This is an optimization exercise on Yosys and OpenROAD, whose aim is small area, a short achievable clock period and few clock cycles per item, not a production implementation. At most, simulation tests tie the RTL to the original design; equivalence was not proved. Only the layout flow was run in run 1; the RTL was not checked for function there. Power is estimated from default activity; no workload was simulated.

==> flow/design.v, too long to show whole: its modules and the start of the top module <==
// module ex_mdu: 983 lines
module ex_mdu (
   input  logic        clk,
   input  logic        reset,
   input  logic        start,
   input  logic [2:0]  md_op,
   input  logic [31:0] rs,
   input  logic [31:0] rt,
   output logic        busy,
   output logic [31:0] hi,
   output logic [31:0] lo
);
  // ...
==> flow/flow/run.sh <==
#!/bin/bash
# Own layout flow: the standard layout (standard.sh: standard synthesis,
# floorplan, place, CTS, route, finish) with two changes:
#  - the buffers ORFS puts on every input and output port are
#    sky130_fd_sc_hd__buf_1 cells instead of the default choice
#    (clkdlybuf4s50_1, a slow and large delay buffer);
#  - ORFS's setup repair after CTS works on every
#    path with less than SETUP_SLACK_MARGIN ns of slack, so it also speeds up
#    the paths from the inputs, which set the period this design achieves.
#    The clock period and all constraints stay the design's.
# Full make output goes to flow_standard.log in the work folder.
set -euo pipefail
cd "$(dirname "${BASH_SOURCE[0]}")/.."
export BUFFER_PORTS_ARGS="-buffer_cell sky130_fd_sc_hd__buf_1"
export SETUP_SLACK_MARGIN=86.6
export SKIP_INCREMENTAL_REPAIR=1
status=0
bash standard.sh > flow_standard.log 2>&1 || status=$?
tail -n 20 flow_standard.log
exit $status
==> flow/standard.sh <==
#!/bin/bash
# synth_recipe.tcl (not shown) runs the flow's synth.tcl, then flattens the netlist and writes it again
# the make line also repeats each setting of config.mk as NAME=value (left out here)
make -C /OpenROAD-flow-scripts/flow DESIGN_CONFIG=/design/flow/config.mk WORK_HOME=/design/flow/orfs CLKGATE_MAP_FILE= SYNTH_SCRIPT=/design/flow/synth_recipe.tcl "${@:-finish}"
==> flow/config.mk <==
export PLATFORM = sky130hd
export DESIGN_NAME = ex_mdu
export DESIGN_NICKNAME = ex_mdu
export VERILOG_FILES = /design/flow/design.v
export SDC_FILE = /design/flow/constraint.sdc
export NUM_CORES = 4
export LEC_CHECK = 0
export ABC_AREA = 1
export CAP_MARGIN = 20
export CORE_MARGIN = 2
export CORE_UTILIZATION = 40
export SLEW_MARGIN = 20
==> flow/constraint.sdc <==
create_clock -name core_clock -period 110.0 [get_ports {clk}]
set_input_delay 22.0000 -clock core_clock [delete_from_list [all_inputs] [get_ports {clk}]]
set_output_delay 22.0000 -clock core_clock [all_outputs]
set_load 0.01 [all_outputs]
==> qor.yml, run 1 <==
drtIter0Drc: 1904
area_delta_synth_final_pct: 8.92
drc: 0
dp.final_hpwl_um: 46500
finalWorstSetupSlack_ns: 86.17
yosysMostFrequentCell: "nand2_1"
synthXorXnorAreaFrac_pct: 12.4
crit_path_cell_trace: "buf_1 > or4_4 > nor4_4 > nand4_1 > o21a_1 > nor2_2 > a21oi_4 > nand2_8 > buf_8 > o21ai_0 > nor2_1"
wl_met1_um: 26000
wl_per_cell_um: 20.2
status: "finished clean"
min_path_cells: 2
synth_edf_count: 7
r2r_slack_ns: 86.33
fin_tns_setup_ns: 0
start_kind: "input port"
routed.top_layer: "met5"
synth-seq-area-share_pct: 13.7
total_leakage_power_nw: 8.62
place_congestion: 0.968
avgViaCountPerCell: 5.66
nNonClkBuffers: 172
grt_pass1_vias: 15900
reg_top3: "b_q (32), hi_q (32), lo_q (32)"
finalSetupViolCount: 0
path_max_fanout: 12
clk_latency_ns: 0.41
==> run 2: changes to the inputs <==
==> flow/design.v (replaced) <==
`default_nettype none
module ex_mdu (
   input  logic        clk,
   input  logic        reset,
   input  logic        start,
   input  logic [2:0]  md_op,
   input  logic [31:0] rs,
   input  logic [31:0] rt,
   output logic        busy,
   output logic [31:0] hi,
   output logic [31:0] lo
);
   localparam int KM = 8;              
   localparam int W  = 32 + KM;        
   localparam logic [2:0] OP_MULT  = 3'd1;
   localparam logic [2:0] OP_MULTU = 3'd2;
   localparam logic [2:0] OP_DIV   = 3'd3;
   localparam logic [2:0] OP_DIVU  = 3'd4;
   localparam logic [2:0] OP_MTHI  = 3'd5;
   localparam logic [2:0] OP_MTLO  = 3'd6;
   logic        busy_q;
   logic [31:0] hi_q, lo_q;
   logic [31:0] b_q;                   
   logic [5:0]  rem_q;                 
   logic        mul_q, sgn_q, aneg_q, dneg_q, first_q, mb_q;
   logic        qn;                    
   logic [31:0] dm, am;                
   logic [4:0]  ma, mdv;               
   logic [5:0]  sh;
   logic [4:0]  se;
   logic [31:0] bsh;
   always_comb begin
      qn  = aneg_q ^ dneg_q;
      dm  = b_q ^ {32{dneg_q}};
      am  = hi_q ^ {32{aneg_q}};
      ma  = 5'd0;
      mdv = 5'd0;
      for (int i = 0; i < 32; i++) begin
         if (am[i]) ma  = 5'(i);
         if (dm[i]) mdv = 5'(i);
      end
      sh  = {1'b0, ma} - {1'b0, mdv} + {5'd0, aneg_q};
      se  = (first_q & ~mul_q) ? sh[4:0] : 5'd0;
      bsh = b_q << se;
   end
   logic          mlast;
   logic          cu, cdiv;
   logic [32:0]   hxv, bx, bm;
   logic          one0, two0, neg0, one1, two1, neg1;
   logic          one2, two2, neg2, one3, two3, neg3;
   logic [31:0]   dt;
   logic          dq;
   always_comb begin
      mlast = (rem_q == 6'(KM));
      bx    = {mul_q ? (sgn_q & b_q[31]) : ~aneg_q,
               bsh ^ {32{~mul_q & (aneg_q ^ ~dneg_q)}}};
      bm    = {sgn_q & b_q[31], b_q};
      hxv   = (mul_q & first_q) ? 33'h1_0000_0000
                                : {~((mul_q | aneg_q) & hi_q[31]), hi_q};
      cu    = mul_q & mlast & ~sgn_q & lo_q[KM-1];
      cdiv  = ~mul_q & ~qn;
      one0  = mul_q ? (lo_q[0] ^ mb_q) : 1'b1;
      two0  = mul_q & (lo_q[1] ^ lo_q[0]) & ~(lo_q[0] ^ mb_q);
      neg0  = mul_q & lo_q[1];
      one1  = mul_q & (lo_q[2] ^ lo_q[1]);
      two1  = mul_q & (lo_q[3] ^ lo_q[2]) & ~(lo_q[2] ^ lo_q[1]);
      neg1  = mul_q & lo_q[3];
      one2  = mul_q & (lo_q[4] ^ lo_q[3]);
      two2  = mul_q & (lo_q[5] ^ lo_q[4]) & ~(lo_q[4] ^ lo_q[3]);
      neg2  = mul_q & lo_q[5];
      one3  = mul_q & (lo_q[6] ^ lo_q[5]);
      two3  = mul_q & (lo_q[7] ^ lo_q[6]) & ~(lo_q[6] ^ lo_q[5]);
      neg3  = mul_q & lo_q[7];
   end
   logic [33:0] pp0;
   assign pp0[0] = neg0 ^ ((one0 & bx[0]));
   assign pp0[1] = neg0 ^ ((one0 & bx[1]) | (two0 & bx[0]));
   assign pp0[2] = neg0 ^ ((one0 & bx[2]) | (two0 & bx[1]));
   assign pp0[3] = neg0 ^ ((one0 & bx[3]) | (two0 & bx[2]));
   assign pp0[4] = neg0 ^ ((one0 & bx[4]) | (two0 & bx[3]));
   assign pp0[5] = neg0 ^ ((one0 & bx[5]) | (two0 & bx[4]));
   assign pp0[6] = neg0 ^ ((one0 & bx[6]) | (two0 & bx[5]));
   assign pp0[7] = neg0 ^ ((one0 & bx[7]) | (two0 & bx[6]));
   assign pp0[8] = neg0 ^ ((one0 & bx[8]) | (two0 & bx[7]));
   assign pp0[9] = neg0 ^ ((one0 & bx[9]) | (two0 & bx[8]));
   assign pp0[10] = neg0 ^ ((one0 & bx[10]) | (two0 & bx[9]));
   assign pp0[11] = neg0 ^ ((one0 & bx[11]) | (two0 & bx[10]));
   assign pp0[12] = neg0 ^ ((one0 & bx[12]) | (two0 & bx[11]));
   assign pp0[13] = neg0 ^ ((one0 & bx[13]) | (two0 & bx[12]));
   assign pp0[14] = neg0 ^ ((one0 & bx[14]) | (two0 & bx[13]));
   assign pp0[15] = neg0 ^ ((one0 & bx[15]) | (two0 & bx[14]));
   assign pp0[16] = neg0 ^ ((one0 & bx[16]) | (two0 & bx[15]));
   assign pp0[17] = neg0 ^ ((one0 & bx[17]) | (two0 & bx[16]));
   assign pp0[18] = neg0 ^ ((one0 & bx[18]) | (two0 & bx[17]));
   assign pp0[19] = neg0 ^ ((one0 & bx[19]) | (two0 & bx[18]));
   assign pp0[20] = neg0 ^ ((one0 & bx[20]) | (two0 & bx[19]));
   assign pp0[21] = neg0 ^ ((one0 & bx[21]) | (two0 & bx[20]));
   assign pp0[22] = neg0 ^ ((one0 & bx[22]) | (two0 & bx[21]));
   assign pp0[23] = neg0 ^ ((one0 & bx[23]) | (two0 & bx[22]));
   assign pp0[24] = neg0 ^ ((one0 & bx[24]) | (two0 & bx[23]));
   assign pp0[25] = neg0 ^ ((one0 & bx[25]) | (two0 & bx[24]));
   assign pp0[26] = neg0 ^ ((one0 & bx[26]) | (two0 & bx[25]));
   assign pp0[27] = neg0 ^ ((one0 & bx[27]) | (two0 & bx[26]));
   assign pp0[28] = neg0 ^ ((one0 & bx[28]) | (two0 & bx[27]));
   assign pp0[29] = neg0 ^ ((one0 & bx[29]) | (two0 & bx[28]));
   assign pp0[30] = neg0 ^ ((one0 & bx[30]) | (two0 & bx[29]));
   assign pp0[31] = neg0 ^ ((one0 & bx[31]) | (two0 & bx[30]));
   assign pp0[32] = neg0 ^ ((one0 & bx[32]) | (two0 & bx[31]));
   assign pp0[33] = ~(neg0 ^ ((one0 & bx[32]) | (two0 & bx[32])));    
   logic [33:0] pp1;
   assign pp1[0] = neg1 ^ ((one1 & bm[0]));
   assign pp1[1] = neg1 ^ ((one1 & bm[1]) | (two1 & bm[0]));
   assign pp1[2] = neg1 ^ ((one1 & bm[2]) | (two1 & bm[1]));
   assign pp1[3] = neg1 ^ ((one1 & bm[3]) | (two1 & bm[2]));
   assign pp1[4] = neg1 ^ ((one1 & bm[4]) | (two1 & bm[3]));
   assign pp1[5] = neg1 ^ ((one1 & bm[5]) | (two1 & bm[4]));
   assign pp1[6] = neg1 ^ ((one1 & bm[6]) | (two1 & bm[5]));
   assign pp1[7] = neg1 ^ ((one1 & bm[7]) | (two1 & bm[6]));
   assign pp1[8] = neg1 ^ ((one1 & bm[8]) | (two1 & bm[7]));
   assign pp1[9] = neg1 ^ ((one1 & bm[9]) | (two1 & bm[8]));
   assign pp1[10] = neg1 ^ ((one1 & bm[10]) | (two1 & bm[9]));
   assign pp1[11] = neg1 ^ ((one1 & bm[11]) | (two1 & bm[10]));
   assign pp1[12] = neg1 ^ ((one1 & bm[12]) | (two1 & bm[11]));
   assign pp1[13] = neg1 ^ ((one1 & bm[13]) | (two1 & bm[12]));
   assign pp1[14] = neg1 ^ ((one1 & bm[14]) | (two1 & bm[13]));
   assign pp1[15] = neg1 ^ ((one1 & bm[15]) | (two1 & bm[14]));
   assign pp1[16] = neg1 ^ ((one1 & bm[16]) | (two1 & bm[15]));
   assign pp1[17] = neg1 ^ ((one1 & bm[17]) | (two1 & bm[16]));
   assign pp1[18] = neg1 ^ ((one1 & bm[18]) | (two1 & bm[17]));
   assign pp1[19] = neg1 ^ ((one1 & bm[19]) | (two1 & bm[18]));
   assign pp1[20] = neg1 ^ ((one1 & bm[20]) | (two1 & bm[19]));
   assign pp1[21] = neg1 ^ ((one1 & bm[21]) | (two1 & bm[20]));
   assign pp1[22] = neg1 ^ ((one1 & bm[22]) | (two1 & bm[21]));
   assign pp1[23] = neg1 ^ ((one1 & bm[23]) | (two1 & bm[22]));
   assign pp1[24] = neg1 ^ ((one1 & bm[24]) | (two1 & bm[23]));
   assign pp1[25] = neg1 ^ ((one1 & bm[25]) | (two1 & bm[24]));
   assign pp1[26] = neg1 ^ ((one1 & bm[26]) | (two1 & bm[25]));
   assign pp1[27] = neg1 ^ ((one1 & bm[27]) | (two1 & bm[26]));
   assign pp1[28] = neg1 ^ ((one1 & bm[28]) | (two1 & bm[27]));
   assign pp1[29] = neg1 ^ ((one1 & bm[29]) | (two1 & bm[28]));
   assign pp1[30] = neg1 ^ ((one1 & bm[30]) | (two1 & bm[29]));
   assign pp1[31] = neg1 ^ ((one1 & bm[31]) | (two1 & bm[30]));
   assign pp1[32] = neg1 ^ ((one1 & bm[32]) | (two1 & bm[31]));
   assign pp1[33] = ~(neg1 ^ ((one1 & bm[32]) | (two1 & bm[32])));    
   logic [33:0] pp2;
   assign pp2[0] = neg2 ^ ((one2 & bm[0]));
   assign pp2[1] = neg2 ^ ((one2 & bm[1]) | (two2 & bm[0]));
   assign pp2[2] = neg2 ^ ((one2 & bm[2]) | (two2 & bm[1]));
   assign pp2[3] = neg2 ^ ((one2 & bm[3]) | (two2 & bm[2]));
   assign pp2[4] = neg2 ^ ((one2 & bm[4]) | (two2 & bm[3]));
   assign pp2[5] = neg2 ^ ((one2 & bm[5]) | (two2 & bm[4]));
   assign pp2[6] = neg2 ^ ((one2 & bm[6]) | (two2 & bm[5]));
   assign pp2[7] = neg2 ^ ((one2 & bm[7]) | (two2 & bm[6]));
   assign pp2[8] = neg2 ^ ((one2 & bm[8]) | (two2 & bm[7]));
   assign pp2[9] = neg2 ^ ((one2 & bm[9]) | (two2 & bm[8]));
   assign pp2[10] = neg2 ^ ((one2 & bm[10]) | (two2 & bm[9]));
   assign pp2[11] = neg2 ^ ((one2 & bm[11]) | (two2 & bm[10]));
   assign pp2[12] = neg2 ^ ((one2 & bm[12]) | (two2 & bm[11]));
   assign pp2[13] = neg2 ^ ((one2 & bm[13]) | (two2 & bm[12]));
   assign pp2[14] = neg2 ^ ((one2 & bm[14]) | (two2 & bm[13]));
   assign pp2[15] = neg2 ^ ((one2 & bm[15]) | (two2 & bm[14]));
   assign pp2[16] = neg2 ^ ((one2 & bm[16]) | (two2 & bm[15]));
   assign pp2[17] = neg2 ^ ((one2 & bm[17]) | (two2 & bm[16]));
   assign pp2[18] = neg2 ^ ((one2 & bm[18]) | (two2 & bm[17]));
   assign pp2[19] = neg2 ^ ((one2 & bm[19]) | (two2 & bm[18]));
   assign pp2[20] = neg2 ^ ((one2 & bm[20]) | (two2 & bm[19]));
   assign pp2[21] = neg2 ^ ((one2 & bm[21]) | (two2 & bm[20]));
   assign pp2[22] = neg2 ^ ((one2 & bm[22]) | (two2 & bm[21]));
   assign pp2[23] = neg2 ^ ((one2 & bm[23]) | (two2 & bm[22]));
   assign pp2[24] = neg2 ^ ((one2 & bm[24]) | (two2 & bm[23]));
   assign pp2[25] = neg2 ^ ((one2 & bm[25]) | (two2 & bm[24]));
   assign pp2[26] = neg2 ^ ((one2 & bm[26]) | (two2 & bm[25]));
   assign pp2[27] = neg2 ^ ((one2 & bm[27]) | (two2 & bm[26]));
   assign pp2[28] = neg2 ^ ((one2 & bm[28]) | (two2 & bm[27]));
   assign pp2[29] = neg2 ^ ((one2 & bm[29]) | (two2 & bm[28]));
   assign pp2[30] = neg2 ^ ((one2 & bm[30]) | (two2 & bm[29]));
   assign pp2[31] = neg2 ^ ((one2 & bm[31]) | (two2 & bm[30]));
   assign pp2[32] = neg2 ^ ((one2 & bm[32]) | (two2 & bm[31]));
   assign pp2[33] = ~(neg2 ^ ((one2 & bm[32]) | (two2 & bm[32])));    
   logic [33:0] pp3;
   assign pp3[0] = neg3 ^ ((one3 & bm[0]));
   assign pp3[1] = neg3 ^ ((one3 & bm[1]) | (two3 & bm[0]));
   assign pp3[2] = neg3 ^ ((one3 & bm[2]) | (two3 & bm[1]));
   assign pp3[3] = neg3 ^ ((one3 & bm[3]) | (two3 & bm[2]));
   assign pp3[4] = neg3 ^ ((one3 & bm[4]) | (two3 & bm[3]));
   assign pp3[5] = neg3 ^ ((one3 & bm[5]) | (two3 & bm[4]));
   assign pp3[6] = neg3 ^ ((one3 & bm[6]) | (two3 & bm[5]));
   assign pp3[7] = neg3 ^ ((one3 & bm[7]) | (two3 & bm[6]));
   assign pp3[8] = neg3 ^ ((one3 & bm[8]) | (two3 & bm[7]));
   assign pp3[9] = neg3 ^ ((one3 & bm[9]) | (two3 & bm[8]));
   assign pp3[10] = neg3 ^ ((one3 & bm[10]) | (two3 & bm[9]));
   assign pp3[11] = neg3 ^ ((one3 & bm[11]) | (two3 & bm[10]));
   assign pp3[12] = neg3 ^ ((one3 & bm[12]) | (two3 & bm[11]));
   assign pp3[13] = neg3 ^ ((one3 & bm[13]) | (two3 & bm[12]));
   assign pp3[14] = neg3 ^ ((one3 & bm[14]) | (two3 & bm[13]));
   assign pp3[15] = neg3 ^ ((one3 & bm[15]) | (two3 & bm[14]));
   assign pp3[16] = neg3 ^ ((one3 & bm[16]) | (two3 & bm[15]));
   assign pp3[17] = neg3 ^ ((one3 & bm[17]) | (two3 & bm[16]));
   assign pp3[18] = neg3 ^ ((one3 & bm[18]) | (two3 & bm[17]));
   assign pp3[19] = neg3 ^ ((one3 & bm[19]) | (two3 & bm[18]));
   assign pp3[20] = neg3 ^ ((one3 & bm[20]) | (two3 & bm[19]));
   assign pp3[21] = neg3 ^ ((one3 & bm[21]) | (two3 & bm[20]));
   assign pp3[22] = neg3 ^ ((one3 & bm[22]) | (two3 & bm[21]));
   assign pp3[23] = neg3 ^ ((one3 & bm[23]) | (two3 & bm[22]));
   assign pp3[24] = neg3 ^ ((one3 & bm[24]) | (two3 & bm[23]));
   assign pp3[25] = neg3 ^ ((one3 & bm[25]) | (two3 & bm[24]));
   assign pp3[26] = neg3 ^ ((one3 & bm[26]) | (two3 & bm[25]));
   assign pp3[27] = neg3 ^ ((one3 & bm[27]) | (two3 & bm[26]));
   assign pp3[28] = neg3 ^ ((one3 & bm[28]) | (two3 & bm[27]));
   assign pp3[29] = neg3 ^ ((one3 & bm[29]) | (two3 & bm[28]));
   assign pp3[30] = neg3 ^ ((one3 & bm[30]) | (two3 & bm[29]));
   assign pp3[31] = neg3 ^ ((one3 & bm[31]) | (two3 & bm[30]));
   assign pp3[32] = neg3 ^ ((one3 & bm[32]) | (two3 & bm[31]));
   assign pp3[33] = ~(neg3 ^ ((one3 & bm[32]) | (two3 & bm[32])));    
   logic hs1, hc2;
   assign hs1 = hxv[32] ^ pp1[30];
   assign hc2 = hxv[32] & pp1[30];
   logic hs3, hc4;
   assign hs3 = hxv[4] ^ pp1[2];
   assign hc4 = hxv[4] & pp1[2];
   logic hs5, hc6;
   assign hs5 = hxv[5] ^ pp1[3];
   assign hc6 = hxv[5] & pp1[3];
   logic fp7, fs8, fc9;
   assign fp7 = hxv[6] ^ pp1[4];
   assign fs8 = fp7 ^ pp2[2];
   assign fc9 = (hxv[6] & pp1[4]) | (fp7 & pp2[2]);
   logic hs10, hc11;
   assign hs10 = pp3[0] ^ neg3;
   assign hc11 = pp3[0] & neg3;
   logic fp12, fs13, fc14;
   assign fp12 = hxv[7] ^ pp1[5];
   assign fs13 = fp12 ^ pp2[3];
   assign fc14 = (hxv[7] & pp1[5]) | (fp12 & pp2[3]);
   logic hs15, hc16;
   assign hs15 = pp3[1] ^ pp0[7];
   assign hc16 = pp3[1] & pp0[7];
   logic fp17, fs18, fc19;
   assign fp17 = hxv[8] ^ pp1[6];
   assign fs18 = fp17 ^ pp2[4];
   assign fc19 = (hxv[8] & pp1[6]) | (fp17 & pp2[4]);
   logic fp20, fs21, fc22;
   assign fp20 = pp3[2] ^ (cu & b_q[0]);
   assign fs21 = fp20 ^ pp0[8];
   assign fc22 = (pp3[2] & (cu & b_q[0])) | (fp20 & pp0[8]);
   logic fp23, fs24, fc25;
   assign fp23 = hxv[9] ^ pp1[7];
   assign fs24 = fp23 ^ pp2[5];
   assign fc25 = (hxv[9] & pp1[7]) | (fp23 & pp2[5]);
   logic fp26, fs27, fc28;
   assign fp26 = pp3[3] ^ (cu & b_q[1]);
   assign fs27 = fp26 ^ pp0[9];
   assign fc28 = (pp3[3] & (cu & b_q[1])) | (fp26 & pp0[9]);
   logic fp29, fs30, fc31;
   assign fp29 = hxv[10] ^ pp1[8];
   assign fs30 = fp29 ^ pp2[6];
   assign fc31 = (hxv[10] & pp1[8]) | (fp29 & pp2[6]);
   logic fp32, fs33, fc34;
   assign fp32 = pp3[4] ^ (cu & b_q[2]);
   assign fs33 = fp32 ^ pp0[10];
   assign fc34 = (pp3[4] & (cu & b_q[2])) | (fp32 & pp0[10]);
   logic fp35, fs36, fc37;
   assign fp35 = hxv[11] ^ pp1[9];
   assign fs36 = fp35 ^ pp2[7];
   assign fc37 = (hxv[11] & pp1[9]) | (fp35 & pp2[7]);
   logic fp38, fs39, fc40;
   assign fp38 = pp3[5] ^ (cu & b_q[3]);
   assign fs39 = fp38 ^ pp0[11];
   assign fc40 = (pp3[5] & (cu & b_q[3])) | (fp38 & pp0[11]);
   logic fp41, fs42, fc43;
   assign fp41 = hxv[12] ^ pp1[10];
   assign fs42 = fp41 ^ pp2[8];
   assign fc43 = (hxv[12] & pp1[10]) | (fp41 & pp2[8]);
   logic fp44, fs45, fc46;
   assign fp44 = pp3[6] ^ (cu & b_q[4]);
   assign fs45 = fp44 ^ pp0[12];
   assign fc46 = (pp3[6] & (cu & b_q[4])) | (fp44 & pp0[12]);
   logic fp47, fs48, fc49;
   assign fp47 = hxv[13] ^ pp1[11];
   assign fs48 = fp47 ^ pp2[9];
   assign fc49 = (hxv[13] & pp1[11]) | (fp47 & pp2[9]);
   logic fp50, fs51, fc52;
   assign fp50 = pp3[7] ^ (cu & b_q[5]);
   assign fs51 = fp50 ^ pp0[13];
   assign fc52 = (pp3[7] & (cu & b_q[5])) | (fp50 & pp0[13]);
   logic fp53, fs54, fc55;
   assign fp53 = hxv[14] ^ pp1[12];
   assign fs54 = fp53 ^ pp2[10];
   assign fc55 = (hxv[14] & pp1[12]) | (fp53 & pp2[10]);
   logic fp56, fs57, fc58;
   assign fp56 = pp3[8] ^ (cu & b_q[6]);
   assign fs57 = fp56 ^ pp0[14];
   assign fc58 = (pp3[8] & (cu & b_q[6])) | (fp56 & pp0[14]);
   logic fp59, fs60, fc61;
   assign fp59 = hxv[15] ^ pp1[13];
   assign fs60 = fp59 ^ pp2[11];
   assign fc61 = (hxv[15] & pp1[13]) | (fp59 & pp2[11]);
   logic fp62, fs63, fc64;
   assign fp62 = pp3[9] ^ (cu & b_q[7]);
   assign fs63 = fp62 ^ pp0[15];
   assign fc64 = (pp3[9] & (cu & b_q[7])) | (fp62 & pp0[15]);
   logic fp65, fs66, fc67;
   assign fp65 = hxv[16] ^ pp1[14];
   assign fs66 = fp65 ^ pp2[12];
   assign fc67 = (hxv[16] & pp1[14]) | (fp65 & pp2[12]);
   logic fp68, fs69, fc70;
   assign fp68 = pp3[10] ^ (cu & b_q[8]);
   assign fs69 = fp68 ^ pp0[16];
   assign fc70 = (pp3[10] & (cu & b_q[8])) | (fp68 & pp0[16]);
   logic fp71, fs72, fc73;
   assign fp71 = hxv[17] ^ pp1[15];
   assign fs72 = fp71 ^ pp2[13];
   assign fc73 = (hxv[17] & pp1[15]) | (fp71 & pp2[13]);
   logic fp74, fs75, fc76;
   assign fp74 = pp3[11] ^ (cu & b_q[9]);
   assign fs75 = fp74 ^ pp0[17];
   assign fc76 = (pp3[11] & (cu & b_q[9])) | (fp74 & pp0[17]);
   logic fp77, fs78, fc79;
   assign fp77 = hxv[18] ^ pp1[16];
   assign fs78 = fp77 ^ pp2[14];
   assign fc79 = (hxv[18] & pp1[16]) | (fp77 & pp2[14]);
   logic fp80, fs81, fc82;
   assign fp80 = pp3[12] ^ (cu & b_q[10]);
   assign fs81 = fp80 ^ pp0[18];
   assign fc82 = (pp3[12] & (cu & b_q[10])) | (fp80 & pp0[18]);
   logic fp83, fs84, fc85;
   assign fp83 = hxv[19] ^ pp1[17];
   assign fs84 = fp83 ^ pp2[15];
   assign fc85 = (hxv[19] & pp1[17]) | (fp83 & pp2[15]);
   logic fp86, fs87, fc88;
   assign fp86 = pp3[13] ^ (cu & b_q[11]);
   assign fs87 = fp86 ^ pp0[19];
   assign fc88 = (pp3[13] & (cu & b_q[11])) | (fp86 & pp0[19]);
   logic fp89, fs90, fc91;
   assign fp89 = hxv[20] ^ pp1[18];
   assign fs90 = fp89 ^ pp2[16];
   assign fc91 = (hxv[20] & pp1[18]) | (fp89 & pp2[16]);
   logic fp92, fs93, fc94;
   assign fp92 = pp3[14] ^ (cu & b_q[12]);
   assign fs93 = fp92 ^ pp0[20];
   assign fc94 = (pp3[14] & (cu & b_q[12])) | (fp92 & pp0[20]);
   logic fp95, fs96, fc97;
   assign fp95 = hxv[21] ^ pp1[19];
   assign fs96 = fp95 ^ pp2[17];
   assign fc97 = (hxv[21] & pp1[19]) | (fp95 & pp2[17]);
   logic fp98, fs99, fc100;
   assign fp98 = pp3[15] ^ (cu & b_q[13]);
   assign fs99 = fp98 ^ pp0[21];
   assign fc100 = (pp3[15] & (cu & b_q[13])) | (fp98 & pp0[21]);
   logic fp101, fs102, fc103;
   assign fp101 = hxv[22] ^ pp1[20];
   assign fs102 = fp101 ^ pp2[18];
   assign fc103 = (hxv[22] & pp1[20]) | (fp101 & pp2[18]);
   logic fp104, fs105, fc106;
   assign fp104 = pp3[16] ^ (cu & b_q[14]);
   assign fs105 = fp104 ^ pp0[22];
   assign fc106 = (pp3[16] & (cu & b_q[14])) | (fp104 & pp0[22]);
   logic fp107, fs108, fc109;
   assign fp107 = hxv[23] ^ pp1[21];
   assign fs108 = fp107 ^ pp2[19];
   assign fc109 = (hxv[23] & pp1[21]) | (fp107 & pp2[19]);
   logic fp110, fs111, fc112;
   assign fp110 = pp3[17] ^ (cu & b_q[15]);
   assign fs111 = fp110 ^ pp0[23];
   assign fc112 = (pp3[17] & (cu & b_q[15])) | (fp110 & pp0[23]);
   logic fp113, fs114, fc115;
   assign fp113 = hxv[24] ^ pp1[22];
   assign fs114 = fp113 ^ pp2[20];
   assign fc115 = (hxv[24] & pp1[22]) | (fp113 & pp2[20]);
   logic fp116, fs117, fc118;
   assign fp116 = pp3[18] ^ (cu & b_q[16]);
   assign fs117 = fp116 ^ pp0[24];
   assign fc118 = (pp3[18] & (cu & b_q[16])) | (fp116 & pp0[24]);
   logic fp119, fs120, fc121;
   assign fp119 = hxv[25] ^ pp1[23];
   assign fs120 = fp119 ^ pp2[21];
   assign fc121 = (hxv[25] & pp1[23]) | (fp119 & pp2[21]);
   logic fp122, fs123, fc124;
   assign fp122 = pp3[19] ^ (cu & b_q[17]);
   assign fs123 = fp122 ^ pp0[25];
   assign fc124 = (pp3[19] & (cu & b_q[17])) | (fp122 & pp0[25]);
   logic fp125, fs126, fc127;
   assign fp125 = hxv[26] ^ pp1[24];
   assign fs126 = fp125 ^ pp2[22];
   assign fc127 = (hxv[26] & pp1[24]) | (fp125 & pp2[22]);
   logic fp128, fs129, fc130;
   assign fp128 = pp3[20] ^ (cu & b_q[18]);
   assign fs129 = fp128 ^ pp0[26];
   assign fc130 = (pp3[20] & (cu & b_q[18])) | (fp128 & pp0[26]);
   logic fp131, fs132, fc133;
   assign fp131 = hxv[27] ^ pp1[25];
   assign fs132 = fp131 ^ pp2[23];
   assign fc133 = (hxv[27] & pp1[25]) | (fp131 & pp2[23]);
   logic fp134, fs135, fc136;
   assign fp134 = pp3[21] ^ (cu & b_q[19]);
   assign fs135 = fp134 ^ pp0[27];
   assign fc136 = (pp3[21] & (cu & b_q[19])) | (fp134 & pp0[27]);
   logic fp137, fs138, fc139;
   assign fp137 = hxv[28] ^ pp1[26];
   assign fs138 = fp137 ^ pp2[24];
   assign fc139 = (hxv[28] & pp1[26]) | (fp137 & pp2[24]);
   logic fp140, fs141, fc142;
   assign fp140 = pp3[22] ^ (cu & b_q[20]);
   assign fs141 = fp140 ^ pp0[28];
   assign fc142 = (pp3[22] & (cu & b_q[20])) | (fp140 & pp0[28]);
   logic fp143, fs144, fc145;
   assign fp143 = hxv[29] ^ pp1[27];
   assign fs144 = fp143 ^ pp2[25];
   assign fc145 = (hxv[29] & pp1[27]) | (fp143 & pp2[25]);
   logic fp146, fs147, fc148;
   assign fp146 = pp3[23] ^ (cu & b_q[21]);
   assign fs147 = fp146 ^ pp0[29];
   assign fc148 = (pp3[23] & (cu & b_q[21])) | (fp146 & pp0[29]);
   logic fp149, fs150, fc151;
   assign fp149 = hxv[30] ^ pp1[28];
   assign fs150 = fp149 ^ pp2[26];
   assign fc151 = (hxv[30] & pp1[28]) | (fp149 & pp2[26]);
   logic fp152, fs153, fc154;
   assign fp152 = pp3[24] ^ (cu & b_q[22]);
   assign fs153 = fp152 ^ pp0[30];
   assign fc154 = (pp3[24] & (cu & b_q[22])) | (fp152 & pp0[30]);
   logic fp155, fs156, fc157;
   assign fp155 = hxv[31] ^ pp1[29];
   assign fs156 = fp155 ^ pp2[27];
   assign fc157 = (hxv[31] & pp1[29]) | (fp155 & pp2[27]);
   logic fp158, fs159, fc160;
   assign fp158 = pp3[25] ^ (cu & b_q[23]);
   assign fs159 = fp158 ^ pp0[31];
   assign fc160 = (pp3[25] & (cu & b_q[23])) | (fp158 & pp0[31]);
   logic fp161, fs162, fc163;
   assign fp161 = pp2[28] ^ pp3[26];
   assign fs162 = fp161 ^ (cu & b_q[24]);
   assign fc163 = (pp2[28] & pp3[26]) | (fp161 & (cu & b_q[24]));
   logic fp164, fs165, fc166;
   assign fp164 = 1'b1 ^ hs1;
   assign fs165 = fp164 ^ pp0[32];
   assign fc166 = (1'b1 & hs1) | (fp164 & pp0[32]);
   logic fp167, fs168, fc169;
   assign fp167 = pp1[31] ^ pp2[29];
   assign fs168 = fp167 ^ pp3[27];
   assign fc169 = (pp1[31] & pp2[29]) | (fp167 & pp3[27]);
   logic fp170, fs171, fc172;
   assign fp170 = (cu & b_q[25]) ^ hc2;
   assign fs171 = fp170 ^ pp0[33];
   assign fc172 = ((cu & b_q[25]) & hc2) | (fp170 & pp0[33]);
   logic fp173, fs174, fc175;
   assign fp173 = pp1[32] ^ pp2[30];
   assign fs174 = fp173 ^ pp3[28];
   assign fc175 = (pp1[32] & pp2[30]) | (fp173 & pp3[28]);
   logic hs176, hc177;
   assign hs176 = (cu & b_q[26]) ^ 1'b1;
   assign hc177 = (cu & b_q[26]) & 1'b1;
   logic fp178, fs179, fc180;
   assign fp178 = pp1[33] ^ pp2[31];
   assign fs179 = fp178 ^ pp3[29];
   assign fc180 = (pp1[33] & pp2[31]) | (fp178 & pp3[29]);
   logic hs181, hc182;
   assign hs181 = pp2[32] ^ pp3[30];
   assign hc182 = pp2[32] & pp3[30];
   logic hs183, hc184;
   assign hs183 = hxv[0] ^ pp0[0];
   assign hc184 = hxv[0] & pp0[0];
   logic hs185, hc186;
   assign hs185 = hxv[2] ^ pp1[0];
   assign hc186 = hxv[2] & pp1[0];
   logic hs187, hc188;
   assign hs187 = hxv[3] ^ pp1[1];
   assign hc188 = hxv[3] & pp1[1];
   logic fp189, fs190, fc191;
   assign fp189 = pp2[0] ^ neg2;
   assign fs190 = fp189 ^ hs3;
   assign fc191 = (pp2[0] & neg2) | (fp189 & hs3);
   logic fp192, fs193, fc194;
   assign fp192 = pp2[1] ^ hc4;
   assign fs193 = fp192 ^ hs5;
   assign fc194 = (pp2[1] & hc4) | (fp192 & hs5);
   logic fp195, fs196, fc197;
   assign fp195 = hc6 ^ hs10;
   assign fs196 = fp195 ^ fs8;
   assign fc197 = (hc6 & hs10) | (fp195 & fs8);
   logic fp198, fs199, fc200;
   assign fp198 = hc11 ^ fc9;
   assign fs199 = fp198 ^ fs13;
   assign fc200 = (hc11 & fc9) | (fp198 & fs13);
   logic fp201, fs202, fc203;
   assign fp201 = fc14 ^ fs18;
   assign fs202 = fp201 ^ hc16;
   assign fc203 = (fc14 & fs18) | (fp201 & hc16);
   logic fp204, fs205, fc206;
   assign fp204 = fc19 ^ fs24;
   assign fs205 = fp204 ^ fc22;
   assign fc206 = (fc19 & fs24) | (fp204 & fc22);
   logic fp207, fs208, fc209;
   assign fp207 = fc25 ^ fs30;
   assign fs208 = fp207 ^ fc28;
   assign fc209 = (fc25 & fs30) | (fp207 & fc28);
   logic fp210, fs211, fc212;
   assign fp210 = fc31 ^ fs36;
   assign fs211 = fp210 ^ fc34;
   assign fc212 = (fc31 & fs36) | (fp210 & fc34);
   logic fp213, fs214, fc215;
   assign fp213 = fc37 ^ fs42;
   assign fs214 = fp213 ^ fc40;
   assign fc215 = (fc37 & fs42) | (fp213 & fc40);
   logic fp216, fs217, fc218;
   assign fp216 = fc43 ^ fs48;
   assign fs217 = fp216 ^ fc46;
   assign fc218 = (fc43 & fs48) | (fp216 & fc46);
   logic fp219, fs220, fc221;
   assign fp219 = fc49 ^ fs54;
   assign fs220 = fp219 ^ fc52;
   assign fc221 = (fc49 & fs54) | (fp219 & fc52);
   logic fp222, fs223, fc224;
   assign fp222 = fc55 ^ fs60;
   assign fs223 = fp222 ^ fc58;
   assign fc224 = (fc55 & fs60) | (fp222 & fc58);
   logic fp225, fs226, fc227;
   assign fp225 = fc61 ^ fs66;
   assign fs226 = fp225 ^ fc64;
   assign fc227 = (fc61 & fs66) | (fp225 & fc64);
   logic fp228, fs229, fc230;
   assign fp228 = fc67 ^ fs72;
   assign fs229 = fp228 ^ fc70;
   assign fc230 = (fc67 & fs72) | (fp228 & fc70);
   logic fp231, fs232, fc233;
   assign fp231 = fc73 ^ fs78;
   assign fs232 = fp231 ^ fc76;
   assign fc233 = (fc73 & fs78) | (fp231 & fc76);
   logic fp234, fs235, fc236;
   assign fp234 = fc79 ^ fs84;
   assign fs235 = fp234 ^ fc82;
   assign fc236 = (fc79 & fs84) | (fp234 & fc82);
   logic fp237, fs238, fc239;
   assign fp237 = fc85 ^ fs90;
   assign fs238 = fp237 ^ fc88;
   assign fc239 = (fc85 & fs90) | (fp237 & fc88);
   logic fp240, fs241, fc242;
   assign fp240 = fc91 ^ fs96;
   assign fs241 = fp240 ^ fc94;
   assign fc242 = (fc91 & fs96) | (fp240 & fc94);
   logic fp243, fs244, fc245;
   assign fp243 = fc97 ^ fs102;
   assign fs244 = fp243 ^ fc100;
   assign fc245 = (fc97 & fs102) | (fp243 & fc100);
   logic fp246, fs247, fc248;
   assign fp246 = fc103 ^ fs108;
   assign fs247 = fp246 ^ fc106;
   assign fc248 = (fc103 & fs108) | (fp246 & fc106);
   logic fp249, fs250, fc251;
   assign fp249 = fc109 ^ fs114;
   assign fs250 = fp249 ^ fc112;
   assign fc251 = (fc109 & fs114) | (fp249 & fc112);
   logic fp252, fs253, fc254;
   assign fp252 = fc115 ^ fs120;
   assign fs253 = fp252 ^ fc118;
   assign fc254 = (fc115 & fs120) | (fp252 & fc118);
   logic fp255, fs256, fc257;
   assign fp255 = fc121 ^ fs126;
   assign fs256 = fp255 ^ fc124;
   assign fc257 = (fc121 & fs126) | (fp255 & fc124);
   logic fp258, fs259, fc260;
   assign fp258 = fc127 ^ fs132;
   assign fs259 = fp258 ^ fc130;
   assign fc260 = (fc127 & fs132) | (fp258 & fc130);
   logic fp261, fs262, fc263;
   assign fp261 = fc133 ^ fs138;
   assign fs262 = fp261 ^ fc136;
   assign fc263 = (fc133 & fs138) | (fp261 & fc136);
   logic fp264, fs265, fc266;
   assign fp264 = fc139 ^ fs144;
   assign fs265 = fp264 ^ fc142;
   assign fc266 = (fc139 & fs144) | (fp264 & fc142);
   logic fp267, fs268, fc269;
   assign fp267 = fc145 ^ fs150;
   assign fs268 = fp267 ^ fc148;
   assign fc269 = (fc145 & fs150) | (fp267 & fc148);
   logic fp270, fs271, fc272;
   assign fp270 = fc151 ^ fs156;
   assign fs271 = fp270 ^ fc154;
   assign fc272 = (fc151 & fs156) | (fp270 & fc154);
   logic fp273, fs274, fc275;
   assign fp273 = fc157 ^ fs162;
   assign fs274 = fp273 ^ fc160;
   assign fc275 = (fc157 & fs162) | (fp273 & fc160);
   logic fp276, fs277, fc278;
   assign fp276 = fc163 ^ fs168;
   assign fs277 = fp276 ^ fc166;
   assign fc278 = (fc163 & fs168) | (fp276 & fc166);
   logic fp279, fs280, fc281;
   assign fp279 = hs176 ^ fc169;
   assign fs280 = fp279 ^ fs174;
   assign fc281 = (hs176 & fc169) | (fp279 & fs174);
   logic fp282, fs283, fc284;
   assign fp282 = (cu & b_q[27]) ^ hc177;
   assign fs283 = fp282 ^ fc175;
   assign fc284 = ((cu & b_q[27]) & hc177) | (fp282 & fc175);
   logic fp285, fs286, fc287;
   assign fp285 = (cu & b_q[28]) ^ 1'b1;
   assign fs286 = fp285 ^ hs181;
   assign fc287 = ((cu & b_q[28]) & 1'b1) | (fp285 & hs181);
   logic fp288, fs289, fc290;
   assign fp288 = pp2[33] ^ pp3[31];
   assign fs289 = fp288 ^ (cu & b_q[29]);
   assign fc290 = (pp2[33] & pp3[31]) | (fp288 & (cu & b_q[29]));
   logic hs291, hc292;
   assign hs291 = pp3[32] ^ (cu & b_q[30]);
   assign hc292 = pp3[32] & (cu & b_q[30]);
   logic hs293, hc294;
   assign hs293 = neg0 ^ cdiv;
   assign hc294 = neg0 & cdiv;
   logic fp295, fs296, fc297;
   assign fp295 = hxv[1] ^ pp0[1];
   assign fs296 = fp295 ^ hc184;
   assign fc297 = (hxv[1] & pp0[1]) | (fp295 & hc184);
   logic fp298, fs299, fc300;
   assign fp298 = neg1 ^ hs185;
   assign fs299 = fp298 ^ pp0[2];
   assign fc300 = (neg1 & hs185) | (fp298 & pp0[2]);
   logic fp301, fs302, fc303;
   assign fp301 = hc186 ^ hs187;
   assign fs302 = fp301 ^ pp0[3];
   assign fc303 = (hc186 & hs187) | (fp301 & pp0[3]);
   logic fp304, fs305, fc306;
   assign fp304 = hc188 ^ fs190;
   assign fs305 = fp304 ^ pp0[4];
   assign fc306 = (hc188 & fs190) | (fp304 & pp0[4]);
   logic fp307, fs308, fc309;
   assign fp307 = fc191 ^ fs193;
   assign fs308 = fp307 ^ pp0[5];
   assign fc309 = (fc191 & fs193) | (fp307 & pp0[5]);
   logic fp310, fs311, fc312;
   assign fp310 = fc194 ^ fs196;
   assign fs311 = fp310 ^ pp0[6];
   assign fc312 = (fc194 & fs196) | (fp310 & pp0[6]);
   logic fp313, fs314, fc315;
   assign fp313 = fc197 ^ fs199;
   assign fs314 = fp313 ^ hs15;
   assign fc315 = (fc197 & fs199) | (fp313 & hs15);
   logic fp316, fs317, fc318;
   assign fp316 = fc200 ^ fs21;
   assign fs317 = fp316 ^ fs202;
   assign fc318 = (fc200 & fs21) | (fp316 & fs202);
   logic fp319, fs320, fc321;
   assign fp319 = fs27 ^ fc203;
   assign fs320 = fp319 ^ fs205;
   assign fc321 = (fs27 & fc203) | (fp319 & fs205);
   logic fp322, fs323, fc324;
   assign fp322 = fs33 ^ fc206;
   assign fs323 = fp322 ^ fs208;
   assign fc324 = (fs33 & fc206) | (fp322 & fs208);
   logic fp325, fs326, fc327;
   assign fp325 = fs39 ^ fc209;
   assign fs326 = fp325 ^ fs211;
   assign fc327 = (fs39 & fc209) | (fp325 & fs211);
   logic fp328, fs329, fc330;
   assign fp328 = fs45 ^ fc212;
   assign fs329 = fp328 ^ fs214;
   assign fc330 = (fs45 & fc212) | (fp328 & fs214);
   logic fp331, fs332, fc333;
   assign fp331 = fs51 ^ fc215;
   assign fs332 = fp331 ^ fs217;
   assign fc333 = (fs51 & fc215) | (fp331 & fs217);
   logic fp334, fs335, fc336;
   assign fp334 = fs57 ^ fc218;
   assign fs335 = fp334 ^ fs220;
   assign fc336 = (fs57 & fc218) | (fp334 & fs220);
   logic fp337, fs338, fc339;
   assign fp337 = fs63 ^ fc221;
   assign fs338 = fp337 ^ fs223;
   assign fc339 = (fs63 & fc221) | (fp337 & fs223);
   logic fp340, fs341, fc342;
   assign fp340 = fs69 ^ fc224;
   assign fs341 = fp340 ^ fs226;
   assign fc342 = (fs69 & fc224) | (fp340 & fs226);
   logic fp343, fs344, fc345;
   assign fp343 = fs75 ^ fc227;
   assign fs344 = fp343 ^ fs229;
   assign fc345 = (fs75 & fc227) | (fp343 & fs229);
   logic fp346, fs347, fc348;
   assign fp346 = fs81 ^ fc230;
   assign fs347 = fp346 ^ fs232;
   assign fc348 = (fs81 & fc230) | (fp346 & fs232);
   logic fp349, fs350, fc351;
   assign fp349 = fs87 ^ fc233;
   assign fs350 = fp349 ^ fs235;
   assign fc351 = (fs87 & fc233) | (fp349 & fs235);
   logic fp352, fs353, fc354;
   assign fp352 = fs93 ^ fc236;
   assign fs353 = fp352 ^ fs238;
   assign fc354 = (fs93 & fc236) | (fp352 & fs238);
   logic fp355, fs356, fc357;
   assign fp355 = fs99 ^ fc239;
   assign fs356 = fp355 ^ fs241;
   assign fc357 = (fs99 & fc239) | (fp355 & fs241);
   logic fp358, fs359, fc360;
   assign fp358 = fs105 ^ fc242;
   assign fs359 = fp358 ^ fs244;
   assign fc360 = (fs105 & fc242) | (fp358 & fs244);
   logic fp361, fs362, fc363;
   assign fp361 = fs111 ^ fc245;
   assign fs362 = fp361 ^ fs247;
   assign fc363 = (fs111 & fc245) | (fp361 & fs247);
   logic fp364, fs365, fc366;
   assign fp364 = fs117 ^ fc248;
   assign fs365 = fp364 ^ fs250;
   assign fc366 = (fs117 & fc248) | (fp364 & fs250);
   logic fp367, fs368, fc369;
   assign fp367 = fs123 ^ fc251;
   assign fs368 = fp367 ^ fs253;
   assign fc369 = (fs123 & fc251) | (fp367 & fs253);
   logic fp370, fs371, fc372;
   assign fp370 = fs129 ^ fc254;
   assign fs371 = fp370 ^ fs256;
   assign fc372 = (fs129 & fc254) | (fp370 & fs256);
   logic fp373, fs374, fc375;
   assign fp373 = fs135 ^ fc257;
   assign fs374 = fp373 ^ fs259;
   assign fc375 = (fs135 & fc257) | (fp373 & fs259);
   logic fp376, fs377, fc378;
   assign fp376 = fs141 ^ fc260;
   assign fs377 = fp376 ^ fs262;
   assign fc378 = (fs141 & fc260) | (fp376 & fs262);
   logic fp379, fs380, fc381;
   assign fp379 = fs147 ^ fc263;
   assign fs380 = fp379 ^ fs265;
   assign fc381 = (fs147 & fc263) | (fp379 & fs265);
   logic fp382, fs383, fc384;
   assign fp382 = fs153 ^ fc266;
   assign fs383 = fp382 ^ fs268;
   assign fc384 = (fs153 & fc266) | (fp382 & fs268);
   logic fp385, fs386, fc387;
   assign fp385 = fs159 ^ fc269;
   assign fs386 = fp385 ^ fs271;
   assign fc387 = (fs159 & fc269) | (fp385 & fs271);
   logic fp388, fs389, fc390;
   assign fp388 = fs165 ^ fc272;
   assign fs389 = fp388 ^ fs274;
   assign fc390 = (fs165 & fc272) | (fp388 & fs274);
   logic fp391, fs392, fc393;
   assign fp391 = fs171 ^ fc275;
   assign fs392 = fp391 ^ fs277;
   assign fc393 = (fs171 & fc275) | (fp391 & fs277);
   logic fp394, fs395, fc396;
   assign fp394 = fs280 ^ fc172;
   assign fs395 = fp394 ^ fc278;
   assign fc396 = (fs280 & fc172) | (fp394 & fc278);
   logic fp397, fs398, fc399;
   assign fp397 = fs179 ^ fc281;
   assign fs398 = fp397 ^ fs283;
   assign fc399 = (fs179 & fc281) | (fp397 & fs283);
   logic fp400, fs401, fc402;
   assign fp400 = fc180 ^ fs286;
   assign fs401 = fp400 ^ fc284;
   assign fc402 = (fc180 & fs286) | (fp400 & fc284);
   logic fp403, fs404, fc405;
   assign fp403 = hc182 ^ fs289;
   assign fs404 = fp403 ^ fc287;
   assign fc405 = (hc182 & fs289) | (fp403 & fc287);
   logic fp406, fs407, fc408;
   assign fp406 = 1'b1 ^ hs291;
   assign fs407 = fp406 ^ fc290;
   assign fc408 = (1'b1 & hs291) | (fp406 & fc290);
   logic fp409, fs410, fc411;
   assign fp409 = pp3[33] ^ (cu & b_q[31]);
   assign fs410 = fp409 ^ hc292;
   assign fc411 = (pp3[33] & (cu & b_q[31])) | (fp409 & hc292);
   logic [39:0] msum;
   logic hs412, hc413;
   assign hs412 = hs183 ^ hs293;
   assign hc413 = hs183 & hs293;
   assign msum[0] = hs412;
   logic fp414, fs415, fc416;
   assign fp414 = hc294 ^ fs296;
   assign fs415 = fp414 ^ hc413;
   assign fc416 = (hc294 & fs296) | (fp414 & hc413);
   assign msum[1] = fs415;
   logic fp417, fs418, fc419;
   assign fp417 = fc297 ^ fs299;
   assign fs418 = fp417 ^ fc416;
   assign fc419 = (fc297 & fs299) | (fp417 & fc416);
   assign msum[2] = fs418;
   logic fp420, fs421, fc422;
   assign fp420 = fc300 ^ fs302;
   assign fs421 = fp420 ^ fc419;
   assign fc422 = (fc300 & fs302) | (fp420 & fc419);
   assign msum[3] = fs421;
   logic fp423, fs424, fc425;
   assign fp423 = fc303 ^ fs305;
   assign fs424 = fp423 ^ fc422;
   assign fc425 = (fc303 & fs305) | (fp423 & fc422);
   assign msum[4] = fs424;
   logic fp426, fs427, fc428;
   assign fp426 = fc306 ^ fs308;
   assign fs427 = fp426 ^ fc425;
   assign fc428 = (fc306 & fs308) | (fp426 & fc425);
   assign msum[5] = fs427;
   logic fp429, fs430, fc431;
   assign fp429 = fc309 ^ fs311;
   assign fs430 = fp429 ^ fc428;
   assign fc431 = (fc309 & fs311) | (fp429 & fc428);
   assign msum[6] = fs430;
   logic fp432, fs433, fc434;
   assign fp432 = fc312 ^ fs314;
   assign fs433 = fp432 ^ fc431;
   assign fc434 = (fc312 & fs314) | (fp432 & fc431);
   assign msum[7] = fs433;
   logic fp435, fs436, fc437;
   assign fp435 = fc315 ^ fs317;
   assign fs436 = fp435 ^ fc434;
   assign fc437 = (fc315 & fs317) | (fp435 & fc434);
   assign msum[8] = fs436;
   logic fp438, fs439, fc440;
   assign fp438 = fc318 ^ fs320;
   assign fs439 = fp438 ^ fc437;
   assign fc440 = (fc318 & fs320) | (fp438 & fc437);
   assign msum[9] = fs439;
   logic fp441, fs442, fc443;
   assign fp441 = fc321 ^ fs323;
   assign fs442 = fp441 ^ fc440;
   assign fc443 = (fc321 & fs323) | (fp441 & fc440);
   assign msum[10] = fs442;
   logic fp444, fs445, fc446;
   assign fp444 = fc324 ^ fs326;
   assign fs445 = fp444 ^ fc443;
   assign fc446 = (fc324 & fs326) | (fp444 & fc443);
   assign msum[11] = fs445;
   logic fp447, fs448, fc449;
   assign fp447 = fc327 ^ fs329;
   assign fs448 = fp447 ^ fc446;
   assign fc449 = (fc327 & fs329) | (fp447 & fc446);
   assign msum[12] = fs448;
   logic fp450, fs451, fc452;
   assign fp450 = fc330 ^ fs332;
   assign fs451 = fp450 ^ fc449;
   assign fc452 = (fc330 & fs332) | (fp450 & fc449);
   assign msum[13] = fs451;
   logic fp453, fs454, fc455;
   assign fp453 = fc333 ^ fs335;
   assign fs454 = fp453 ^ fc452;
   assign fc455 = (fc333 & fs335) | (fp453 & fc452);
   assign msum[14] = fs454;
   logic fp456, fs457, fc458;
   assign fp456 = fc336 ^ fs338;
   assign fs457 = fp456 ^ fc455;
   assign fc458 = (fc336 & fs338) | (fp456 & fc455);
   assign msum[15] = fs457;
   logic fp459, fs460, fc461;
   assign fp459 = fc339 ^ fs341;
   assign fs460 = fp459 ^ fc458;
   assign fc461 = (fc339 & fs341) | (fp459 & fc458);
   assign msum[16] = fs460;
   logic fp462, fs463, fc464;
   assign fp462 = fc342 ^ fs344;
   assign fs463 = fp462 ^ fc461;
   assign fc464 = (fc342 & fs344) | (fp462 & fc461);
   assign msum[17] = fs463;
   logic fp465, fs466, fc467;
   assign fp465 = fc345 ^ fs347;
   assign fs466 = fp465 ^ fc464;
   assign fc467 = (fc345 & fs347) | (fp465 & fc464);
   assign msum[18] = fs466;
   logic fp468, fs469, fc470;
   assign fp468 = fc348 ^ fs350;
   assign fs469 = fp468 ^ fc467;
   assign fc470 = (fc348 & fs350) | (fp468 & fc467);
   assign msum[19] = fs469;
   logic fp471, fs472, fc473;
   assign fp471 = fc351 ^ fs353;
   assign fs472 = fp471 ^ fc470;
   assign fc473 = (fc351 & fs353) | (fp471 & fc470);
   assign msum[20] = fs472;
   logic fp474, fs475, fc476;
   assign fp474 = fc354 ^ fs356;
   assign fs475 = fp474 ^ fc473;
   assign fc476 = (fc354 & fs356) | (fp474 & fc473);
   assign msum[21] = fs475;
   logic fp477, fs478, fc479;
   assign fp477 = fc357 ^ fs359;
   assign fs478 = fp477 ^ fc476;
   assign fc479 = (fc357 & fs359) | (fp477 & fc476);
   assign msum[22] = fs478;
   logic fp480, fs481, fc482;
   assign fp480 = fc360 ^ fs362;
   assign fs481 = fp480 ^ fc479;
   assign fc482 = (fc360 & fs362) | (fp480 & fc479);
   assign msum[23] = fs481;
   logic fp483, fs484, fc485;
   assign fp483 = fc363 ^ fs365;
   assign fs484 = fp483 ^ fc482;
   assign fc485 = (fc363 & fs365) | (fp483 & fc482);
   assign msum[24] = fs484;
   logic fp486, fs487, fc488;
   assign fp486 = fc366 ^ fs368;
   assign fs487 = fp486 ^ fc485;
   assign fc488 = (fc366 & fs368) | (fp486 & fc485);
   assign msum[25] = fs487;
   logic fp489, fs490, fc491;
   assign fp489 = fc369 ^ fs371;
   assign fs490 = fp489 ^ fc488;
   assign fc491 = (fc369 & fs371) | (fp489 & fc488);
   assign msum[26] = fs490;
   logic fp492, fs493, fc494;
   assign fp492 = fc372 ^ fs374;
   assign fs493 = fp492 ^ fc491;
   assign fc494 = (fc372 & fs374) | (fp492 & fc491);
   assign msum[27] = fs493;
   logic fp495, fs496, fc497;
   assign fp495 = fc375 ^ fs377;
   assign fs496 = fp495 ^ fc494;
   assign fc497 = (fc375 & fs377) | (fp495 & fc494);
   assign msum[28] = fs496;
   logic fp498, fs499, fc500;
   assign fp498 = fc378 ^ fs380;
   assign fs499 = fp498 ^ fc497;
   assign fc500 = (fc378 & fs380) | (fp498 & fc497);
   assign msum[29] = fs499;
   logic fp501, fs502, fc503;
   assign fp501 = fc381 ^ fs383;
   assign fs502 = fp501 ^ fc500;
   assign fc503 = (fc381 & fs383) | (fp501 & fc500);
   assign msum[30] = fs502;
   logic fp504, fs505, fc506;
   assign fp504 = fc384 ^ fs386;
   assign fs505 = fp504 ^ fc503;
   assign fc506 = (fc384 & fs386) | (fp504 & fc503);
   assign msum[31] = fs505;
   logic fp507, fs508, fc509;
   assign fp507 = fc387 ^ fs389;
   assign fs508 = fp507 ^ fc506;
   assign fc509 = (fc387 & fs389) | (fp507 & fc506);
   assign msum[32] = fs508;
   logic fp510, fs511, fc512;
   assign fp510 = fc390 ^ fs392;
   assign fs511 = fp510 ^ fc509;
   assign fc512 = (fc390 & fs392) | (fp510 & fc509);
   assign msum[33] = fs511;
   logic fp513, fs514, fc515;
   assign fp513 = fc393 ^ fs395;
   assign fs514 = fp513 ^ fc512;
   assign fc515 = (fc393 & fs395) | (fp513 & fc512);
   assign msum[34] = fs514;
   logic fp516, fs517, fc518;
   assign fp516 = fc396 ^ fs398;
   assign fs517 = fp516 ^ fc515;
   assign fc518 = (fc396 & fs398) | (fp516 & fc515);
   assign msum[35] = fs517;
   logic fp519, fs520, fc521;
   assign fp519 = fc399 ^ fs401;
   assign fs520 = fp519 ^ fc518;
   assign fc521 = (fc399 & fs401) | (fp519 & fc518);
   assign msum[36] = fs520;
   logic fp522, fs523, fc524;
   assign fp522 = fc402 ^ fs404;
   assign fs523 = fp522 ^ fc521;
   assign fc524 = (fc402 & fs404) | (fp522 & fc521);
   assign msum[37] = fs523;
   logic fp525, fs526, fc527;
   assign fp525 = fc405 ^ fs407;
   assign fs526 = fp525 ^ fc524;
   assign fc527 = (fc405 & fs407) | (fp525 & fc524);
   assign msum[38] = fs526;
   logic fp528, fs529, fc530;
   assign fp528 = fc408 ^ fs410;
   assign fs529 = fp528 ^ fc527;
   assign fc530 = (fc408 & fs410) | (fp528 & fc527);
   assign msum[39] = fs529;
   assign dt = msum[31:0];
   assign dq = aneg_q ? (msum[32] | (msum[32:0] == 33'd0)) : ~msum[32];
   logic        dlast;
   assign dlast = first_q ? (sh[5] | (sh[4:0] == 5'd0)) : (rem_q == 6'd0);
   logic [30:0] qb, qbi;
   logic        qx, qi, qc;
   logic [31:0] lo_dv;
   always_comb begin
      qb = first_q ? {31{qn}} : lo_q[30:0];
      qx = (dq & ~(first_q & sh[5])) ^ qn;
      qi = dlast & qn;
      qc = 1'b1;
      for (int i = 0; i < 31; i++) begin
         qbi[i] = qb[i] ^ qc;
         qc     = qb[i] & qc;
      end
      lo_dv = {(qx & qi) ? qbi : qb, qx ^ qi};
   end
   logic        op_mul, op_div, op_dsg, zero;
   assign op_mul = (md_op == OP_MULT) | (md_op == OP_MULTU);
   assign op_div = (md_op == OP_DIV) | (md_op == OP_DIVU);
   assign op_dsg = (md_op == OP_DIV);
   assign zero   = (rt == 32'd0);
   always_ff @(posedge clk) begin
      if (!busy_q) begin
         mul_q   <= ~op_div;
         sgn_q   <= (md_op == OP_MULT);
         aneg_q  <= op_dsg & rs[31];
         dneg_q  <= op_dsg & rt[31];
         first_q <= 1'b1;
         mb_q    <= 1'b0;
         rem_q   <= 6'd32;
         b_q     <= rt;
      end
      if (reset) begin
         busy_q <= 1'b0;
         hi_q   <= 32'd0;
         lo_q   <= 32'd0;
      end else if (!busy_q) begin
         if (start) begin
            if (op_mul | (op_div & ~zero)) busy_q <= 1'b1;
            if (op_mul) lo_q <= rs;
            if (op_div & ~zero) hi_q <= rs;
            if (md_op == OP_MTHI) hi_q <= rs;
            if (md_op == OP_MTLO) lo_q <= rs;
         end
      end else if (mul_q) begin
         first_q <= 1'b0;
         mb_q    <= lo_q[KM-1];
         hi_q  <= msum[W-1:KM];
         lo_q  <= {msum[KM-1:0], lo_q[31:KM]};
         rem_q <= rem_q - 6'(KM);
         if (mlast) busy_q <= 1'b0;
      end else begin
         first_q <= 1'b0;
         if (dq & ~(first_q & sh[5])) hi_q <= dt[31:0];
         lo_q  <= lo_dv;
         b_q   <= {dneg_q, bsh[31:1]};
         rem_q <= first_q ? {1'b0, sh[4:0]} - 6'd1 : rem_q - 6'd1;
         if (dlast) busy_q <= 1'b0;
      end
   end
   assign busy = busy_q;
   assign hi   = hi_q;
   assign lo   = lo_q;
endmodule
`default_nettype wire
--- a/flow/flow/run.sh
+++ b/flow/flow/run.sh
@@ -7,14 +7,14 @@
 #  - ORFS's setup repair after CTS works on every
 #    path with less than SETUP_SLACK_MARGIN ns of slack, so it also speeds up
 #    the paths from the inputs, which set the period this design achieves.
 #    The clock period and all constraints stay the design's.
 # Full make output goes to flow_standard.log in the work folder.
 set -euo pipefail
 cd "$(dirname "${BASH_SOURCE[0]}")/.."
 export BUFFER_PORTS_ARGS="-buffer_cell sky130_fd_sc_hd__buf_1"
-export SETUP_SLACK_MARGIN=86.6
+export SETUP_SLACK_MARGIN=86.3
 export SKIP_INCREMENTAL_REPAIR=1
 status=0
 bash standard.sh > flow_standard.log 2>&1 || status=$?
 tail -n 20 flow_standard.log
 exit $status
==> run 2 against run 1 <==
Compared with the run above: wire length down 0.19%; clock power down 8.4%; area after synthesis down 0.27%; register-to-register slack worse by 0.14 ns; critical path type is now reg2reg; fmax about the same; largest power group unchanged; final cell count down 2.7%; non-clock buffer count down 1; global-route usage down 0.27 points.
==> qor.yml, run 2 <==
nNetsFinal: 2685  # was 2,758
min_path_cells: 2  # unchanged
yosys_warnings: 1  # unchanged
drv_slew: 0  # unchanged
ios: 135  # unchanged
regArea_um2: 2250  # was 2270 um2
postCtsHoldBufs: 0  # unchanged
root_buffer: "clkbuf_16"  # unchanged
die_x_um: 207  # was 208 um
wl_per_cell_um: 20.8  # was 20.2 um
r2r_slack_ns: 86.19  # was 86.33 ns
clk_pin_slew_ns: 0.08  # was 0.09 ns
r2r_end: "hi_q[31]"  # was hi_q[30]
antenna_found_initial: 0  # was 1
fin_crit_ns: 23.81  # was 23.83 ns
stdcell_area_um2: 17800  # was 18,100 um2
synth_area_um2: 16500  # was 16,600 um2
antenna_cells: 0  # unchanged
crit_required_ns: 110.32  # was 110.34 ns
drt_pass1_iterations: 6  # was 9
final_antenna_net_count: 0  # unchanged
grt.met1_usage_pct: 40.0  # was 38.8%
ys_top_cells_by_count: "486 x nand2_1, 322 x inv_1, 213 x o21ai_0"  # was 439 x nand2_1, 377 x inv_1, 266 x o21ai_0
synth_top_area_share_pct: 19.7  # was 16.1%
portBuffers: 134  # unchanged
worstRegToRegCells: 94  # was 96
hold_end: "rem_q[4]"  # unchanged
cts_buffers: 9  # unchanged
hold_violations: 0  # unchanged
worstSetupStartpoint: "dneg_q"  # was rt[10]
post-route-period-util_pct: 21.6  # was 21.7%
area_delta_synth_final_pct: 7.76  # was 8.92%
reg_top3: "b_q (32), hi_q (32), lo_q (32)"  # unchanged
synth_area_leaders: "fa_1 20%, dfxtp_1 12%, nand2_1 11%, xor2_1 11%, inv_1 7.3%"  # was fa_1 16%, dfxtp_1 12%, xor2_1 11%, nand2_1 9.9%, inv_1 8.5%
dp.final_hpwl_um: 47900  # was 46,500 um
grt_pass1_wl_um: 93600  # was 94,700 um
die_h_um: 207  # was 208 um
slew_headroom_pct: 21.5  # was 33.7%
arrival_ns: 24.14  # was 24.17 ns
synthArstFlopShare_pct: 0  # unchanged
start_util_pct: 40.5  # was 40.6%
drtIter0Drc: 1546  # was 1,904
synth_edf_count: 7  # unchanged
cts_buffer_depth: 2  # unchanged
dpl_cell_area_um2: 17300  # was 17,400 um2
fin_tns_setup_ns: 0  # unchanged
fin_skew_ns: 0.0123  # was 0.0183 ns
finalSetupViolCount: 0  # unchanged
vdd_drop_max_uv: 20.7  # was 24.0 uV
num_rows: 74  # unchanged
grt_util_met2_pct: 42.6  # was 43.4%
status: "finished clean"  # unchanged
syn_inst: 2354  # was 2,436
powerDensity_nw_per_um2: 37.4  # was 33.9 nW/um2
grt_pass1_vias: 15800  # was 15,900
rr_startpoint: "dneg_q"  # unchanged
coreArea_um2: 40800  # unchanged
min_path_type: "reg2reg"  # unchanged
gr-max-usage-layer: "met2"  # unchanged
wl_um: 60800  # was 61,000 um
synth_seq_cells: 109  # was 110
drive_gt1_share_pct: 4.38  # was 5.00%
total_leakage_power_nw: 7.99  # was 8.62 nW
min_from: "rem_q[4]"  # unchanged
multi_input_area_um2: 12400  # about the same
met3_usage_pct: 4.34  # was 3.54%
yosys.area.top_type: "fa_1"  # unchanged
crit_path_end_kind: "register"  # unchanged
vias: 16400  # was 17,000
crit_slowest_cell: "fa_1"  # was or4_4
cts.repair.resized: 30  # was 66
cts_tree: "done"  # unchanged
htreeDepth: 3  # unchanged
place_congestion: 0.962  # was 0.968
synth-seq-area-share_pct: 13.6  # was 13.7%
mostFrequentLayoutCell: "nand2_1"  # unchanged
critPathMaxStageDelay_ns: 0.54  # about the same
synth_flop_cell: "dfxtp_1"  # unchanged
synth_nets: 2644  # was 2,719
path_max_fanout: 26  # was 12
clock-sinks: 109  # was 110
grt_overflow: 0  # unchanged
yosysMostFrequentCell: "nand2_1"  # unchanged
avgViaCountPerCell: 5.60  # was 5.66
drc: 0  # unchanged
die_area_um2: 43000  # was 43,100 um2
ys_types: 53  # was 54
mostFrequentLayoutCells: "485 x nand2_1, 320 x inv_1, 212 x o21ai_0"  # was 438 x nand2_1, 376 x inv_1, 257 x o21ai_0
max_cap_viol_count: 0  # unchanged
worstMarginPinSlew_ns: 1.18  # was 0.994 ns
avgSynthCellArea_um2: 7.02  # was 6.81 um2
fillerInstances: 4330  # was 4,249
grt_max_degree: 60  # was 81
track_usage_pct: 27.9  # was 28.1%
start_kind: "register"  # was input port
max_freq_ghz: 0.0420  # about the same
path_class: "reg2reg"  # was in2reg
clk_latency_ns: 0.40  # was 0.41 ns
post-cts-setup-buffer-count: 9  # was 6
## run 2: worst max-delay path by stage
stage	endpoint	cells after the start
4_1_cts	hi_q[31]	94
2_1_floorplan	hi_q[26]	10
5_1_grt	hi_q[31]	93
3_3_place_gp	hi_q[28]	9
6_report	hi_q[31]	94
3_5_place_dp	hi_q[31]	92
## run 2: metal layers
| layer | routed length (um) | up-vias |
|---|---|---|
| met2 | 26700 | 733 |
| met5 | 0 | - |
| li1 | - | 7709 |
| met4 | 1830 | 0 |
| met3 | 4940 | 84 |
| met1 | 27400 | 7889 |
## run 2: through the flow
step,utilization (%),total power [mW],setup slack [ns],hold slack [ns],instances
global route,43.6,0.729,84.97,0.542,2931
CTS,43.6,0.663,86.18,0.502,2931
global placement,42.4,0.611,85.07,0.481,2903
finish,43.6,0.666,86.19,0.507,2931
floorplan,-,0.433,86.68,0.458,2354
detailed placement,42.4,0.618,84.90,0.485,2903
## run 2: worst max-delay path, delay by kind of cell (launching register included)
| kind | cells | cell delay, ns |
|---|---|---|
| xor+xnor | 6 | 1.15 |
| fa+ha+maj | 43 | 18.77 |
| compound gates | 5 | 0.67 |
| flops | 1 | 0.44 |
| buf+inv | 6 | 0.65 |
| simple gates | 34 | 2.07 |
## run 2: final cells by class
cell class / instances / share of cell area (%)
Multi-Input combinational cell: 1738 / 69.7
Sequential cell: 109 / 12.6
Inverter: 364 / 7.74
Timing Repair Buffer: 171 / 4.68
Tap cell: 532 / 3.74
Clock buffer: 11 / 1.31
Clock inverter: 4 / 0.183
Timing Repair inverter: 2 / 0.0562
## run 2: kinds of logic (layout without fill, tap and decap cells)
logic type      after synthesis  after routing  synth area share, %
flops                       109            109                 13.6
simple gates                662            663                 15.9
compound gates              617            617                 21.9
fa+ha+maj                   220            220                 24.1
xor+xnor                    238            238                 12.6
buf+inv                     508            552                 12.0
## run 2: power breakdown
part	internal [mW]	switching (mW)	leakage, nW	total [mW]
logic	0.202	0.377	6.94	0.578
registers	0.0462	0.00808	0.927	0.0542
clock network	0.0155	0.0182	0.131	0.0337
Testbench counts of run 2, summed over its fixed seeds: cycles 63,217, ops 12,000.

afterwards: timing with drivers on the ports:
How much do the figures lean on ideal ports? The routed layouts below were timed once more, with nothing changed but the port constraints. Step 1 (the two cells are an assumption about what drives the block):
set clk [get_ports {clk}]
set_driving_cell -lib_cell sky130_fd_sc_hd__clkbuf_16 $clk
set_driving_cell -lib_cell sky130_fd_sc_hd__buf_2 [delete_from_list [all_inputs] $clk]
Step 2 moves the port delays by t, midway between the first and last clock arrival at a register: inputs arrive t later, outputs are due t later. That takes back most of the time a late clock gives input paths. Slacks: no drivers / after step 1 / after step 2; pairs: no drivers / after step 1.
run	t, ns	setup slack, ns	worst slew at a driven data input, ns
run 1	0.450	86.174 / 86.205 / 85.755	0.04
run 2	0.450	86.185 / 86.185 / 85.923	0.05
After both steps every run listed still meets setup and hold. The setup slack of run 1, which loses most, moves by +0.031 ns with the drivers and by -0.419 ns with both steps.
